Source: an optimization exercise on an open RTL-to-GDS flow (aim: small area, a short achievable clock period and few clock cycles per item). Production flows keep margins and buffers that such runs may drop. The RTL was checked by simulation tests, not by an equivalence proof against the original design. No activity file was given, so power comes from the tool's default toggle rates.

Design dense_neuron_mac, start of the top module:
module dense_neuron_mac #(
  parameter int unsigned N     = nn_pkg::N,
  parameter int unsigned FRAC  = nn_pkg::FRAC,
  parameter int unsigned LEN_W = 9,
  parameter int unsigned ACC_W = 72
) (
  input  logic                    clk,
  input  logic                    rst,
  input  logic                    start,
  input  logic        [LEN_W-1:0] len,
  input  logic signed [N-1:0]     bias,
  input  logic                    relu_en,
  input  logic                    in_valid,
  output logic                    in_ready,
  input  logic signed [N-1:0]     x,
  input  logic signed [N-1:0]     w,
  output logic                    out_valid,
  input  logic                    out_ready,
  output logic signed [N-1:0]     out,
  output logic                    sat,
  output logic                    busy,
  output logic                    done
);
Size: roughly 150 I/O pins, ~0.034 mm2 of cells after synthesis.
Settings: LEC_CHECK=0, CAP_MARGIN=20, CORE_MARGIN=2, CORE_UTILIZATION=50, SLEW_MARGIN=20; clock period 12.0 ns.
standard.sh (not shown) runs the stock make flow with config.mk's settings and CLKGATE_MAP_FILE= SYNTH_SCRIPT=/design/flow/synth_recipe.tcl, a recipe that flattens the netlist after the stock synthesis.
==> flow/flow/run.sh <==
#!/bin/bash
set -euo pipefail
bash standard.sh 'BUFFER_PORTS_ARGS=-buffer_cell sky130_fd_sc_hd__buf_2' SETUP_SLACK_MARGIN=8.3 TNS_END_PERCENT=20 SKIP_INCREMENTAL_REPAIR=1 SYNTH_ARGS=-noabc finish > flow_standard.log 2>&1
Testbench counts at the start, summed over its fixed seeds: cycles 13,071, beats 11,791.
Rerun with:
==> flow/flow/run.sh (replaced) <==
#!/bin/bash
set -euo pipefail
bash standard.sh 'BUFFER_PORTS_ARGS=-buffer_cell sky130_fd_sc_hd__buf_2' SETUP_SLACK_MARGIN=8.6 TNS_END_PERCENT=0 SKIP_INCREMENTAL_REPAIR=1 SYNTH_ARGS=-noabc finish > flow_standard.log 2>&1
Settings changed: CORE_UTILIZATION 50 to 45, PLACE_DENSITY from default to 0.66.
Sequential power stays flat. Critical path depth went down by 1. Synthesized cell count stays the same. Synthesized area is unchanged. Power went up by 1.7%. Clock skew went down by 0.014 ns.
Rerun with:
==> flow/flow/run.sh (replaced) <==
#!/bin/bash
set -euo pipefail
bash standard.sh 'BUFFER_PORTS_ARGS=-buffer_cell sky130_fd_sc_hd__buf_2' SETUP_SLACK_MARGIN=8.3 TNS_END_PERCENT=0 SKIP_INCREMENTAL_REPAIR=1 SYNTH_ARGS=-noabc finish > flow_standard.log 2>&1
Settings changed: CORE_UTILIZATION 45 to 50, PLACE_DENSITY 0.66 to default.
The new run finished with timing, DRC and antenna clean.
Sequential power barely changes.
Clock-buffer cell count went down by 5.
Utilization went up by 5.3 points.
Total power went down by about 1.2%.
Via count went up by 1.2%.
Rerun with:
==> flow/flow/run.sh (replaced) <==
#!/bin/bash
set -euo pipefail
bash standard.sh 'BUFFER_PORTS_ARGS=-buffer_cell sky130_fd_sc_hd__buf_2' SETUP_SLACK_MARGIN=8.6 TNS_END_PERCENT=0 SKIP_INCREMENTAL_REPAIR=1 SYNTH_ARGS=-noabc finish > flow_standard.log 2>&1
Settings changed: CORE_UTILIZATION 50 to 45, GPL_TIMING_DRIVEN from default to 0, PLACE_DENSITY from default to 0.72.
The changed run went through all stages and came out clean.
Clock power came out lower by about 10%.
Total power came out lower by about 7%.
Combinational power came out lower by about 12%.
Clock skew stays flat.
Die area came out higher by about 11%.
Maximum frequency came out lower by about 1.7%.
Rerun with:
==> flow/flow/run.sh (replaced) <==
#!/bin/bash
set -euo pipefail
bash standard.sh 'BUFFER_PORTS_ARGS=-buffer_cell sky130_fd_sc_hd__buf_2' SETUP_SLACK_MARGIN=8.3 TNS_END_PERCENT=0 SKIP_INCREMENTAL_REPAIR=1 SYNTH_ARGS=-noabc finish > flow_standard.log 2>&1
Settings changed: GPL_TIMING_DRIVEN 0 to default.
Effect: The changed run completed without violations; final area fell by 4.2%; clock skew rose by 0.038 ns; cell count fell by about 4.5%; setup slack gets worse by 0.037 ns; power rose by 2.6%; count of clock-buffer cells in the layout fell by 2; clock power rose by about 9%.
Rerun with:
Settings changed: CORE_UTILIZATION 45 to 40, PLACE_DENSITY 0.72 to default.
Effect: Register-to-register slack improved by 0.08 ns. Sequential power is about the same. Non-clock buffer count increases by 31. Die area grows by about 12%.

[what the ideal ports hide]
How much do the figures lean on ideal ports? The routed layouts below were timed once more, with nothing changed but the port constraints. Step 1, drivers: a clkbuf_16 drives clk and a buf_2 each remaining input, both assumed. Step 2 times the ports against the registers' clock, not the clock port: input delays grow and output delays shrink by t, the midpoint of the rising clock arrivals with the driver on. Slacks: ideal ports / drivers / drivers and shift; pairs: ideal ports / drivers.
| run | t (ns) | slack for setup (ns) | slew at the worst register clock pin (ns) | pins driven straight from the clock port |
|---|---|---|---|---|
| the first run | 0.653 | 8.080 / 8.080 / 8.080 | 0.06 / 0.06 | 1 |
| the second run | 0.635 | 8.177 / 8.177 / 7.759 | 0.07 / 0.07 | 1 |
| the third run | 0.633 | 8.145 / 8.145 / 7.623 | 0.06 / 0.06 | 1 |
| the fourth run | 0.625 | 8.080 / 8.080 / 8.080 | 0.06 / 0.06 | 1 |
| the fifth run | 0.649 | 8.043 / 8.043 / 7.563 | 0.07 / 0.07 | 1 |
| the sixth run | 0.651 | 8.122 / 8.122 / 8.122 | 0.06 / 0.06 | 1 |
After both steps setup and hold are still met in every run listed. The setup slack of the third run, which loses most, moves by 0.000 ns with the drivers and by -0.522 ns with both steps.
